Context: an optimization exercise on an open-source flow, tuned for small area and a short achievable clock period. The choices shown serve that exercise and are no tape-out recipe.
The RTL was checked by simulation tests, not by an equivalence proof against the original design.
Power figures rest on the tool's default switching activity, not on a simulated workload.

--- flow/run.sh ---
#!/bin/bash
# synth_recipe.tcl (not shown) runs the flow's synth.tcl, then flattens the netlist and writes it again
# the make line also repeats each setting of config.mk as NAME=value (left out here)
make -C /OpenROAD-flow-scripts/flow DESIGN_CONFIG=/design/flow/config.mk WORK_HOME=/design/flow/orfs CLKGATE_MAP_FILE= SYNTH_SCRIPT=/design/flow/synth_recipe.tcl finish
--- flow/config.mk ---
export PLATFORM = sky130hd
export DESIGN_NAME = mem_responder
export DESIGN_NICKNAME = mem_responder
export VERILOG_FILES = /design/flow/design.v
export SDC_FILE = /design/flow/constraint.sdc
export NUM_CORES = 4
export LEC_CHECK = 0
export CAP_MARGIN = 20
export CORE_MARGIN = 2
export CORE_UTILIZATION = 45
export SLEW_MARGIN = 20
export SYNTH_MEMORY_MAX_BITS = 8192
--- flow/constraint.sdc ---
create_clock -name core_clock -period 5.0 [get_ports {clk}]
set_input_delay 1.0000 -clock core_clock [delete_from_list [all_inputs] [get_ports {clk}]]
set_output_delay 1.0000 -clock core_clock [all_outputs]
set_load 0.01 [all_outputs]
--- flow/design.v ---
package cpu_mem_pkg;
  localparam int WORD_W      = 16;   
  localparam int ADDR_W      = 16;   
  localparam int LATENCY_DEF = 4;    
  localparam int CNT_W       = 4;    
  typedef logic [WORD_W-1:0] word_t;
  typedef enum logic {
    IDLE = 1'b0,
    WAIT = 1'b1
  } state_t;
endpackage
module lat_counter #(
  parameter int W = 4
) (
  input  logic         clk,
  input  logic         rst_n,
  input  logic         load,
  input  logic [W-1:0] load_value,
  input  logic         run,
  output logic         zero
);
  logic [W-1:0] cnt;
  always_ff @(posedge clk or negedge rst_n) begin
    if (!rst_n) begin
      cnt <= '0;
    end else if (load) begin
      cnt <= load_value;
    end else if (run && (cnt != '0)) begin
      cnt <= cnt - 1'b1;
    end
  end
  assign zero = (cnt == '0);
endmodule
module mem_responder #(
  parameter int LATENCY    = cpu_mem_pkg::LATENCY_DEF,   
  parameter int DEPTH_LOG2 = 8              
) (
  input  logic                clk,
  input  logic                rst_n,
  input  logic                enable,
  input  logic                wr,
  input  logic [cpu_mem_pkg::ADDR_W-1:0] addr,
  input  logic [cpu_mem_pkg::WORD_W-1:0] data_in,
  output logic [cpu_mem_pkg::WORD_W-1:0] data_out,
  output logic                ready,
  output logic                busy,
  output logic                valid
);
  localparam int                DEPTH    = 1 << DEPTH_LOG2;
  localparam logic [cpu_mem_pkg::CNT_W-1:0]  LOAD_VAL = cpu_mem_pkg::CNT_W'(LATENCY - 1);
  cpu_mem_pkg::state_t                  state;
  cpu_mem_pkg::state_t                  state_nxt;
  logic                    accept;
  logic                    complete;
  logic                    cnt_zero;
  logic [DEPTH_LOG2-1:0]   lat_addr;
  cpu_mem_pkg::word_t                   lat_data;
  logic                    lat_wr;
  cpu_mem_pkg::word_t                   mem [0:DEPTH-1];
  logic                    addr_unused;
  assign addr_unused = ^addr;
  always_ff @(posedge clk or negedge rst_n) begin
    if (!rst_n) begin
      state <= cpu_mem_pkg::IDLE;
    end else begin
      state <= state_nxt;
    end
  end
  always_comb begin
    state_nxt = state;
    case (state)
      cpu_mem_pkg::IDLE:    if (enable) state_nxt = cpu_mem_pkg::WAIT;
      cpu_mem_pkg::WAIT:    if (cnt_zero)   state_nxt = cpu_mem_pkg::IDLE;
      default: state_nxt = cpu_mem_pkg::IDLE;
    endcase
  end
  always_comb begin
    accept    = 1'b0;
    complete  = 1'b0;
    ready = 1'b0;
    busy  = 1'b1;
    case (state)
      cpu_mem_pkg::IDLE: begin
        accept    = enable;
        ready = 1'b1;
        busy  = 1'b0;
      end
      cpu_mem_pkg::WAIT: begin
        complete  = cnt_zero;
      end
      default: ;
    endcase
  end
  lat_counter #(
    .W (cpu_mem_pkg::CNT_W)
  ) u_lat_counter (
    .clk        (clk),
    .rst_n      (rst_n),
    .load       (accept),
    .load_value (LOAD_VAL),
    .run        (state == cpu_mem_pkg::WAIT),
    .zero       (cnt_zero)
  );
  always_ff @(posedge clk or negedge rst_n) begin
    if (!rst_n) begin
      lat_addr     <= '0;
      lat_data     <= '0;
      lat_wr       <= 1'b0;
      valid    <= 1'b0;
      data_out <= '0;
    end else begin
      if (accept) begin
        lat_addr <= addr[DEPTH_LOG2:1];
        lat_data <= data_in;
        lat_wr   <= wr;
      end
      valid <= complete;
      if (complete && !lat_wr) begin
        data_out <= mem[lat_addr];
      end
    end
  end
  always_ff @(posedge clk) begin
    if (complete && lat_wr) begin
      mem[lat_addr] <= lat_data;
    end
  end
endmodule
==> results_dict.tcl <==
set metrics [dict create \
    final_max_slew_viol_count 0 \
    hold_violations 0 \
    grt_overflow 0 \
    setup.worst_path.class "flop to flop" \
    worst_slew_pin_slew_ps 1352 \
    worst-r2r-setup-slack_ps 850 \
    power.static_leakage_nw 57.49 \
    share_clk_of_total_power_pct 28.3 \
    design.die.area_um2 358600 \
    path_clk_slew_ps 60 \
    synth.avg_cell_area_um2 22.03 \
    hp-class "input port to async pin" \
    category_of_the_worst_setup_path_capture_point "flop" \
    vias 79410 \
    synth.top_cells.by_count "4096 x sky130_fd_sc_hd__edfxtp_1, 986 x sky130_fd_sc_hd__mux4_2, 320 x sky130_fd_sc_hd__mux2i_1" \
    cpLargestDelayFamily "simple AND/OR/NAND/NOR gates" \
    yosys_warnings 2 \
    first_pass_iters 6 \
    max_slew_margin_pct 9.856 \
    grt_setup_unrepaired "false" \
    totalWireLength_um 437700 \
    r2r-start "u_lat_counter.cnt[1]" \
    postSynthCellCount 7228 \
    grt_first_pass_wirelength_um 613200 \
    cts.path.max_buffers 4 \
    crit_chain "inv_1 -> ha_1 -> nor4bb_1 -> buf_4 -> nand2_1 -> nor3_1 -> nand2_2 -> buf_4 -> nor2_1 -> buf_4" \
    share_of_flip_flops_with_an_asynchronous_set_or_reset_after_synthesis_pct 1.134 \
    fp-row-count 218 \
    post-route-drc-count 0 \
    synth_edf_count 4096 \
    post_cts_resize_count 0 \
    drive_gt1_share_pct 29.38 \
    outcome "no timing/DRC/antenna violations" \
    period_minus_slack_ps 4149 \
    layout.nets 7900 \
    number_of_antenna_violations_at_the_first_check_in_global_routing 21 \
    grtUsageMet1_pct 34.21 \
    viasPerCell 6.128 \
    fin_skew_ps 73.51 \
    startpoint_type "flop" \
    tritoncts_sinks 4143 \
    worstReg2RegEnd "mem[56][15]" \
    synth.top_cells.by_area "sky130_fd_sc_hd__edfxtp_1 77%, sky130_fd_sc_hd__mux4_2 14%, sky130_fd_sc_hd__mux2i_1 2.0%" \
    ys_ff_latch 4143 \
    maxCapViolations 0 \
    drtIter0Drc 10770 \
    via_count_of_the_first_global_routing_pass 78610 \
    grt_use_met3_pct 4.646 \
    worstPathArrival_ps 4790 \
    floorplan.initialDensity_pct 45.18 \
    cts_buffers 416 \
    largest_net_degree_at_the_start_of_global_routing 228 \
    cts_root_buf "sky130_fd_sc_hd__clkbuf_16" \
    drt.antenna.violating_nets 0 \
    placed_cells 12170 \
    busiest_layer "met2" \
    place_hpwl_um 262400 \
    port-buffer-count 46 \
    power_density_nw_per_um2 589.4 \
    reg2reg_depth 10 \
    power.ir.vdd_worst_mv 0.4572 \
    cts_tree "built" \
    wl_per_cell_um 33.78 \
    finalNonFillerCells 12960 \
    coreArea_um2 352400 \
    cts_hold_buf 0 \
    yosys.area.top_type "sky130_fd_sc_hd__edfxtp_1" \
    cts.htree.levels 5 \
    yosys.area.top_type_share_pct 77.24 \
    post-route-period-util_pct 82.99 \
    internal-power_mw 72.33 \
    die_width_um 598.9 \
    synth_seq_area_share_pct 77.98 \
    critical_path_buf_inv_count 4 \
    yosysMostFrequentCell "sky130_fd_sc_hd__edfxtp_1" \
    critical_path_required_ps 5640 \
    grt_usage_pct 24.32 \
    post_cts_buffers 0 \
    p_comb_share_pct 29.5 \
    synthDistinctLibCells 65 \
    grt.met2_usage_pct 38.30 \
    routabilityCongestion 0.8598 \
    clock.fmax_mhz 241.0 \
    setup_total_negative_slack_ps 0 \
    die_y_um 598.9 \
    worst_skew_pair_later_pin_latency_ps 990 \
    critical_path.max_stage_delay_ps 690 \
    seq_power_share_pct 42.2 \
    floorplan.io_pins 55 \
    synth_flop_cell "sky130_fd_sc_hd__edfxtp_1" \
    timing.critical_path.slowest_stage_cell "sky130_fd_sc_hd__nand2_2" \
    crit_path_max_fanout 12 \
    synth.net_count 7265 \
    finalSetupViolCount 0 \
    netlist_area_um2 159200 \
    net-switching-power_mw 35.37 \
    area.growth.synth_to_final_pct 14.77 \
    power.switching_fraction_pct 32.84 \
    top_cell_by_count_worst_path "sky130_fd_sc_hd__buf_4" \
]
## kinds of logic after synthesis
family	share of synthesized area [%]
compound gates	2.249
xor+xnor	0.005501
fa+ha+maj	0.007856
buf+inv	1.366
flops	77.98
mux	16.32
simple gates	2.073
## routing by layer
layer  up-vias  part of all wire [%]
met5         -                0.0094
met4         6                   3.8
met3       672                   8.8
met2      3860                    48
met1     43070                    40
li1      31800                     -
## worst max-delay path by stage
stage | slack, ps | cells past startpoint | from | endpoint
floorplan | 1020 | 0 | lat_data[0] | mem[0][0]
global placement | 970 | 9 | lat_addr[3] | data_out[5]
detailed placement | 990 | 9 | lat_addr[3] | data_out[5]
CTS | 940 | 10 | u_lat_counter.cnt[1] | mem[56][3]
global route | 740 | 10 | u_lat_counter.cnt[1] | mem[56][3]
finish | 850 | 10 | u_lat_counter.cnt[1] | mem[56][15]
## power by group through the flow
stage / Sequential, mW / Clock [mW] / Combinational, mW
6_report: 45.5 / 30.5 / 31.8
5_1_grt: 45.5 / 32.2 / 33.4
4_1_cts: 45.5 / 30.9 / 32.0
3_5_place_dp: 46.2 / 0 / 31.9
3_3_place_gp: 46.1 / 0 / 31.5
2_1_floorplan: 48.1 / 0 / 16.7
## registers in the layout, summed over array words and instances (netlist names)
register,count
data_out,16
lat_addr,8
lat_data,16
lat_wr,1
mem,4096
state,1
u_lat_counter.cnt,4
valid,1
## per-stage QoR
step                cell area, µm²  hold WS [ps]  setup slack (ps)  utilization (%)  power [mW]
finish                      182800         97.36             850.7            51.86       107.7
global route                182700         96.36             737.1            51.85       111.1
CTS                         182600         51.63             937.4            51.83       108.3
detailed placement          169400         491.3             986.0            48.06       78.13
global placement            169400         502.8             970.4            48.06       77.56
floorplan                   159200         461.5              1016                -       64.82
## placed cells by master, fill, tap and decap left out, types with 6 or more instances in the layout
cell                              count
sky130_fd_sc_hd__a211oi_1            16
sky130_fd_sc_hd__a21oi_1             72
sky130_fd_sc_hd__a221oi_1            12
sky130_fd_sc_hd__a22o_1               7
sky130_fd_sc_hd__a22oi_1             94
sky130_fd_sc_hd__a31oi_1             36
sky130_fd_sc_hd__a32oi_1             63
sky130_fd_sc_hd__and3_1               8
sky130_fd_sc_hd__buf_12              75
sky130_fd_sc_hd__buf_4              512
sky130_fd_sc_hd__bufinv_16           32
sky130_fd_sc_hd__clkbuf_1            74
sky130_fd_sc_hd__clkbuf_16          422
sky130_fd_sc_hd__clkdlybuf4s50_1     45
sky130_fd_sc_hd__clkinv_1            97
sky130_fd_sc_hd__clkinv_16            8
sky130_fd_sc_hd__clkinv_2            95
sky130_fd_sc_hd__clkinvlp_4          21
sky130_fd_sc_hd__dfrtp_1             23
sky130_fd_sc_hd__dfrtp_4             21
sky130_fd_sc_hd__diode_2             16
sky130_fd_sc_hd__edfxtp_1          4096
sky130_fd_sc_hd__inv_6                6
sky130_fd_sc_hd__mux2_2              51
sky130_fd_sc_hd__mux2i_1            320
sky130_fd_sc_hd__mux4_2             986
sky130_fd_sc_hd__nand2_1            275
sky130_fd_sc_hd__nand2_2             17
sky130_fd_sc_hd__nand2b_1             7
sky130_fd_sc_hd__nand3_1             78
sky130_fd_sc_hd__nand4_1              6
sky130_fd_sc_hd__nor2_1             195
sky130_fd_sc_hd__nor2_2             117
sky130_fd_sc_hd__nor2b_1             10
sky130_fd_sc_hd__nor3_1              24
sky130_fd_sc_hd__o211ai_1            18
sky130_fd_sc_hd__o21ai_0             72
sky130_fd_sc_hd__o221ai_1             7
sky130_fd_sc_hd__o22a_1              14
sky130_fd_sc_hd__o22ai_1             67
## area by class of cell
class | instances | area (µm²)
diodes | 16 | 40.04
clock buffers | 499 | 10880
clock inverters | 269 | 2410
fillers | 27500 | 169700
inverters | 7 | 36.28
multi-input cells | 2660 | 33350
flip-flops and latches | 4143 | 124300
well taps | 4730 | 5918
repair buffers | 635 | 5862

==> port drivers added, routing unchanged <==
The flow's constraints put no driver on any port. The routed layout listed below was extracted and timed again, unchanged, in two steps. Step 1: set_driving_cell puts a clkbuf_16 on clk and a buf_2 on each other input, an assumption about the parent block. Step 2 times the ports against the registers' clock, not the clock port: input delays grow and output delays shrink by t, the midpoint of the rising clock arrivals with the driver on. Three values: ideal, step 1, step 2; two values: the first two.
t, ns: 1.063
setup WS [ns]: 0.851 / 0.851 / 0.851
worst setup path after step 2: register to register
After both steps this run still meets setup and hold. For this run, drivers alone change the setup slack by 0.000 ns; drivers and shift together by 0.000 ns.
